This design comes from an exercise in tuning for small area on the open sky130 flow, not from production work. Only simulation tests tie the RTL to the original design; equivalence was not proved.

==> module digital_resonator_bank, before the edit <==
module digital_resonator_bank #(
  parameter int unsigned DATA_W    = 16,
  parameter int unsigned COEF_W    = 18,
  parameter int unsigned COEF_FRAC = 16,
  parameter int unsigned NUM_CH    = 4,
  localparam int unsigned CH_W     = (NUM_CH > 1) ? $clog2(NUM_CH) : 1
) (
  input  logic                     clk,
  input  logic                     reset_n,
  input  logic                     enable,
  input  logic                     clr,
  input  logic [NUM_CH*DATA_W-1:0] d,
  input  logic                     coef_we,
  input  logic [CH_W-1:0]          coef_ch,
  input  logic [1:0]               coef_sel,
  input  logic [COEF_W-1:0]        coef_data,
  output logic [NUM_CH*DATA_W-1:0] q,
  output logic                     q_valid,
  output logic                     busy,
  output logic                     sat_flag,
  output logic                     overrun
);
  localparam int unsigned NB    = NUM_CH * DATA_W;        
  localparam int unsigned CNT_W = $clog2(NB);
  localparam int unsigned J_W   = $clog2(DATA_W);
  localparam int unsigned SW    = 3 * COEF_W;             
  localparam int unsigned AW    = COEF_W + 2;             
  localparam logic [COEF_W-1:0] G_ONE = COEF_W'(64'(1) << COEF_FRAC);
  logic [COEF_W-1:0]    sh   [NUM_CH][3];   
  logic [2:0]           shw  [NUM_CH];      
  logic [SW+2:0]        act  [NUM_CH];      
  logic [AW-1:0]        accr [NUM_CH];      
  logic [NB-1:0]        xr;                 
  logic [NB-1:0]        y2r;                
  logic [CNT_W-1:0]     cnt;
  logic                 run;
  logic                 z1, z2;
  logic                 sat_acc;
  logic                 accept, done;
  logic [CH_W-1:0]      k;
  logic [J_W-1:0]       j;
  logic                 first, last;
  logic                 xb, y1b, y2b;
  logic [NB-1:0]        dperm;
  assign k      = cnt[CH_W-1:0];
  assign j      = cnt[CNT_W-1:CH_W];
  assign first  = (j == '0);
  assign last   = (j == J_W'(DATA_W - 1));
  assign accept = !run && enable && !clr;
  assign done   = run && (cnt == CNT_W'(NB - 1));
  assign busy     = run;
  assign sat_flag = sat_acc;
  always_comb begin
    for (int unsigned kk = 0; kk < NUM_CH; kk++)
      for (int unsigned jj = 0; jj < DATA_W; jj++)
        dperm[jj*NUM_CH + kk] = d[kk*DATA_W + jj];
  end
  assign xb  = xr[0] ^ !cnt[0];
  assign y1b = q[k*DATA_W + j] & !z1;
  assign y2b = y2r[0] & !z2;
  logic [COEF_W-1:0] cg, ca1, ca2;
  logic [COEF_W-1:0] p1, p2, p3;           
  logic [AW-1:0]     rin;                  
  logic [COEF_W-1:0] s1, c1;               
  logic [AW-1:0]     s2, c2;               
  logic [AW:0]       u, cy;
  logic [AW-1:0]     v, vl, ring_in;
  logic [DATA_W-1:0] res;
  logic              clip;
  assign cg  = act[0][SW]   ? act[0][COEF_W-1:0]          : G_ONE;
  assign ca1 = act[0][SW+1] ? act[0][2*COEF_W-1:COEF_W]   : '0;
  assign ca2 = act[0][SW+2] ? act[0][3*COEF_W-1:2*COEF_W] : '0;
  always_comb begin
    p1 = {COEF_W{xb}}   & cg;
    p2 = {COEF_W{y1b}}  & ca1;
    p3 = {COEF_W{y2b}} & ca2;
    p1[COEF_W-1] = !p1[COEF_W-1];
    p2[COEF_W-1] = !p2[COEF_W-1];
    p3[COEF_W-2:0] = ~p3[COEF_W-2:0];      
    if (first)     rin = AW'(20'hA0000);     
    else if (last) rin = ~accr[0];
    else           rin = accr[0];
    for (int i = 0; i < COEF_W; i++) begin
      s1[i] = p1[i] ^ p2[i] ^ p3[i];
      c1[i] = (p1[i] & p2[i]) | (p1[i] & p3[i]) | (p2[i] & p3[i]);
    end
    s2[0] = !(rin[0] ^ s1[0]);             
    c2[0] = rin[0] | s1[0];
    for (int i = 1; i < COEF_W; i++) begin
      s2[i] = rin[i] ^ s1[i] ^ c1[i-1];
      c2[i] = (rin[i] & s1[i]) | (rin[i] & c1[i-1]) | (s1[i] & c1[i-1]);
    end
    s2[COEF_W]   = !(rin[COEF_W] ^ c1[COEF_W-1]);
    c2[COEF_W]   = rin[COEF_W] | c1[COEF_W-1];
    s2[COEF_W+1] = rin[COEF_W+1];
    c2[COEF_W+1] = 1'b0;
    u[0]  = s2[0];
    cy[1] = 1'b0;
    for (int i = 1; i <= AW-1; i++) begin
      u[i]    = s2[i] ^ c2[i-1] ^ cy[i];
      cy[i+1] = (s2[i] & c2[i-1]) | (s2[i] & cy[i]) | (c2[i-1] & cy[i]);
    end
    u[AW] = cy[AW];
    v = u[AW:1];
    vl = {!v[AW-1], v[AW-2:0]};
    clip = !(&vl[AW-1:DATA_W-1] || ~|vl[AW-1:DATA_W-1]);
    res  = clip ? (vl[AW-1] ? {1'b0, {(DATA_W-1){1'b1}}} : {1'b1, {(DATA_W-1){1'b0}}})
                : ~vl[DATA_W-1:0];
    ring_in = v;
    if (last) ring_in[DATA_W-1:0] = res;
  end
  always_ff @(posedge clk or negedge reset_n) begin
    if (!reset_n) begin
      for (int unsigned c = 0; c < NUM_CH; c++) shw[c] <= '0;
    end else if (coef_we) begin
      for (int unsigned c = 0; c < NUM_CH; c++)
        for (int unsigned s = 0; s < 3; s++)
          if (coef_ch == CH_W'(c) && coef_sel == 2'(s)) shw[c][s] <= 1'b1;
    end
  end
  always_ff @(posedge clk) begin
    if (coef_we) begin
      for (int unsigned c = 0; c < NUM_CH; c++)
        for (int unsigned s = 0; s < 3; s++)
          if (coef_ch == CH_W'(c) && coef_sel == 2'(s))
            sh[c][s] <= (c % 2 == 0) ? ~coef_data : coef_data;
    end
  end
  always_ff @(posedge clk) begin
    for (int unsigned c = 0; c < NUM_CH; c++) begin
      if (accept) act[c] <= ~{(c % 2 == 0) ? ~shw[c] : shw[c],
                              sh[c][2], sh[c][1], sh[c][0]};
      else        act[c] <= ~act[(c + 1) % NUM_CH];
      accr[c] <= (c == NUM_CH - 1) ? ring_in : accr[c + 1];
    end
    xr <= ~(accept ? dperm : {dperm[NB-1], xr[NB-1:1]});
    if (run) y2r <= {y1b, y2r[NB-1:1]};
    cnt <= accept ? '0 : cnt + CNT_W'(1);
  end
  always_ff @(posedge clk or negedge reset_n) begin
    if (!reset_n) begin
      run     <= 1'b0;
      z1      <= 1'b1;
      z2      <= 1'b1;
      sat_acc <= 1'b0;
      q       <= '0;
      q_valid <= 1'b0;
      overrun <= 1'b0;
    end else begin
      q_valid <= 1'b0;
      if (clr) begin
        run     <= 1'b0;
        z1      <= 1'b1;
        z2      <= 1'b1;
        overrun <= 1'b0;
      end else begin
        if (enable && run) overrun <= 1'b1;
        if (accept) begin
          run     <= 1'b1;
          sat_acc <= 1'b0;
        end
        if (run && last) sat_acc <= sat_acc | clip;
        if (done) begin
          run     <= 1'b0;
          q_valid <= 1'b1;
          z1      <= 1'b0;
          z2      <= 1'b0;
          for (int unsigned c = 0; c < NUM_CH; c++)
            q[c*DATA_W +: DATA_W] <= (c == NUM_CH - 1) ? ring_in[DATA_W-1:0]
                                                       : accr[c + 1][DATA_W-1:0];
        end
      end
    end
  end
endmodule
clock: 20.0 ns
lec_check: 0
cap_margin: 20
core_margin: 2
core_utilization: 60
cts_buf_list: sky130_fd_sc_hd__clkbuf_8
cts_cluster_diameter: 60
cts_cluster_size: 20
slew_margin: 20
standard.sh (not shown) runs the stock make flow with config.mk's settings and CLKGATE_MAP_FILE= SYNTH_SCRIPT=/design/flow/synth_recipe.tcl, a recipe that flattens the netlist after the stock synthesis.
==> flow/flow/run.sh <==
#!/bin/bash
set -o pipefail
export BUFFER_PORTS_ARGS="-buffer_cell sky130_fd_sc_hd__buf_1"
export CTS_ARGS="-sink_clustering_enable -repair_clock_nets -sink_clustering_size 20 -sink_clustering_max_diameter 60 -buf_list sky130_fd_sc_hd__clkbuf_8 -dont_use_dummy_load"
bash standard.sh > standard.log 2>&1
The first run went through all stages and came out clean.
Then changed:
--- a/flow/design.v
+++ b/flow/design.v
@@ -56,5 +56,5 @@
         dperm[jj*NUM_CH + kk] = d[kk*DATA_W + jj];
   end
-  assign xb  = xr[0] ^ !cnt[0];
+  assign xb  = xr[0];
   assign y1b = q[k*DATA_W + j] & !z1;
   assign y2b = y2r[0] & !z2;
@@ -134,5 +134,5 @@
       accr[c] <= (c == NUM_CH - 1) ? ring_in : accr[c + 1];
     end
-    xr <= ~(accept ? dperm : {dperm[NB-1], xr[NB-1:1]});
+    xr <= accept ? dperm : {dperm[NB-1], xr[NB-1:1]};
     if (run) y2r <= {y1b, y2r[NB-1:1]};
     cnt <= accept ? '0 : cnt + CNT_W'(1);
Final cell count falls slightly.
Via count falls slightly.
Synthesized area rose slightly.
Clock skew came out higher by 21 ps.
Cell area came out higher slightly.

what the ideal ports hide:
Ports are ideal in the flow. The routed layouts listed here were re-timed in OpenROAD. Step 1 sets driving cells, clkbuf_16 on the clock port and buf_2 on the other inputs (assumed; they add their load-dependent delay and slew). Step 2 adds t to the input delays and takes it off the output delays; t is the mean of the earliest and latest rising clock arrival at the registers after step 1. Input paths then give back, and output paths get back, about the clock's delay inside the block. a / b / c = ideal / step 1 / step 2; a / b = the first two.
| run | t, ns | slack for setup (ns) | clock arrival spread, ns |
|---|---|---|---|
| the first run | 0.669 | 6.129 / 6.129 / 6.129 | 0.067 / 0.067 |
| the second run | 0.684 | 5.908 / 5.908 / 5.908 | 0.093 / 0.093 |
After both steps every run listed still meets setup and hold.
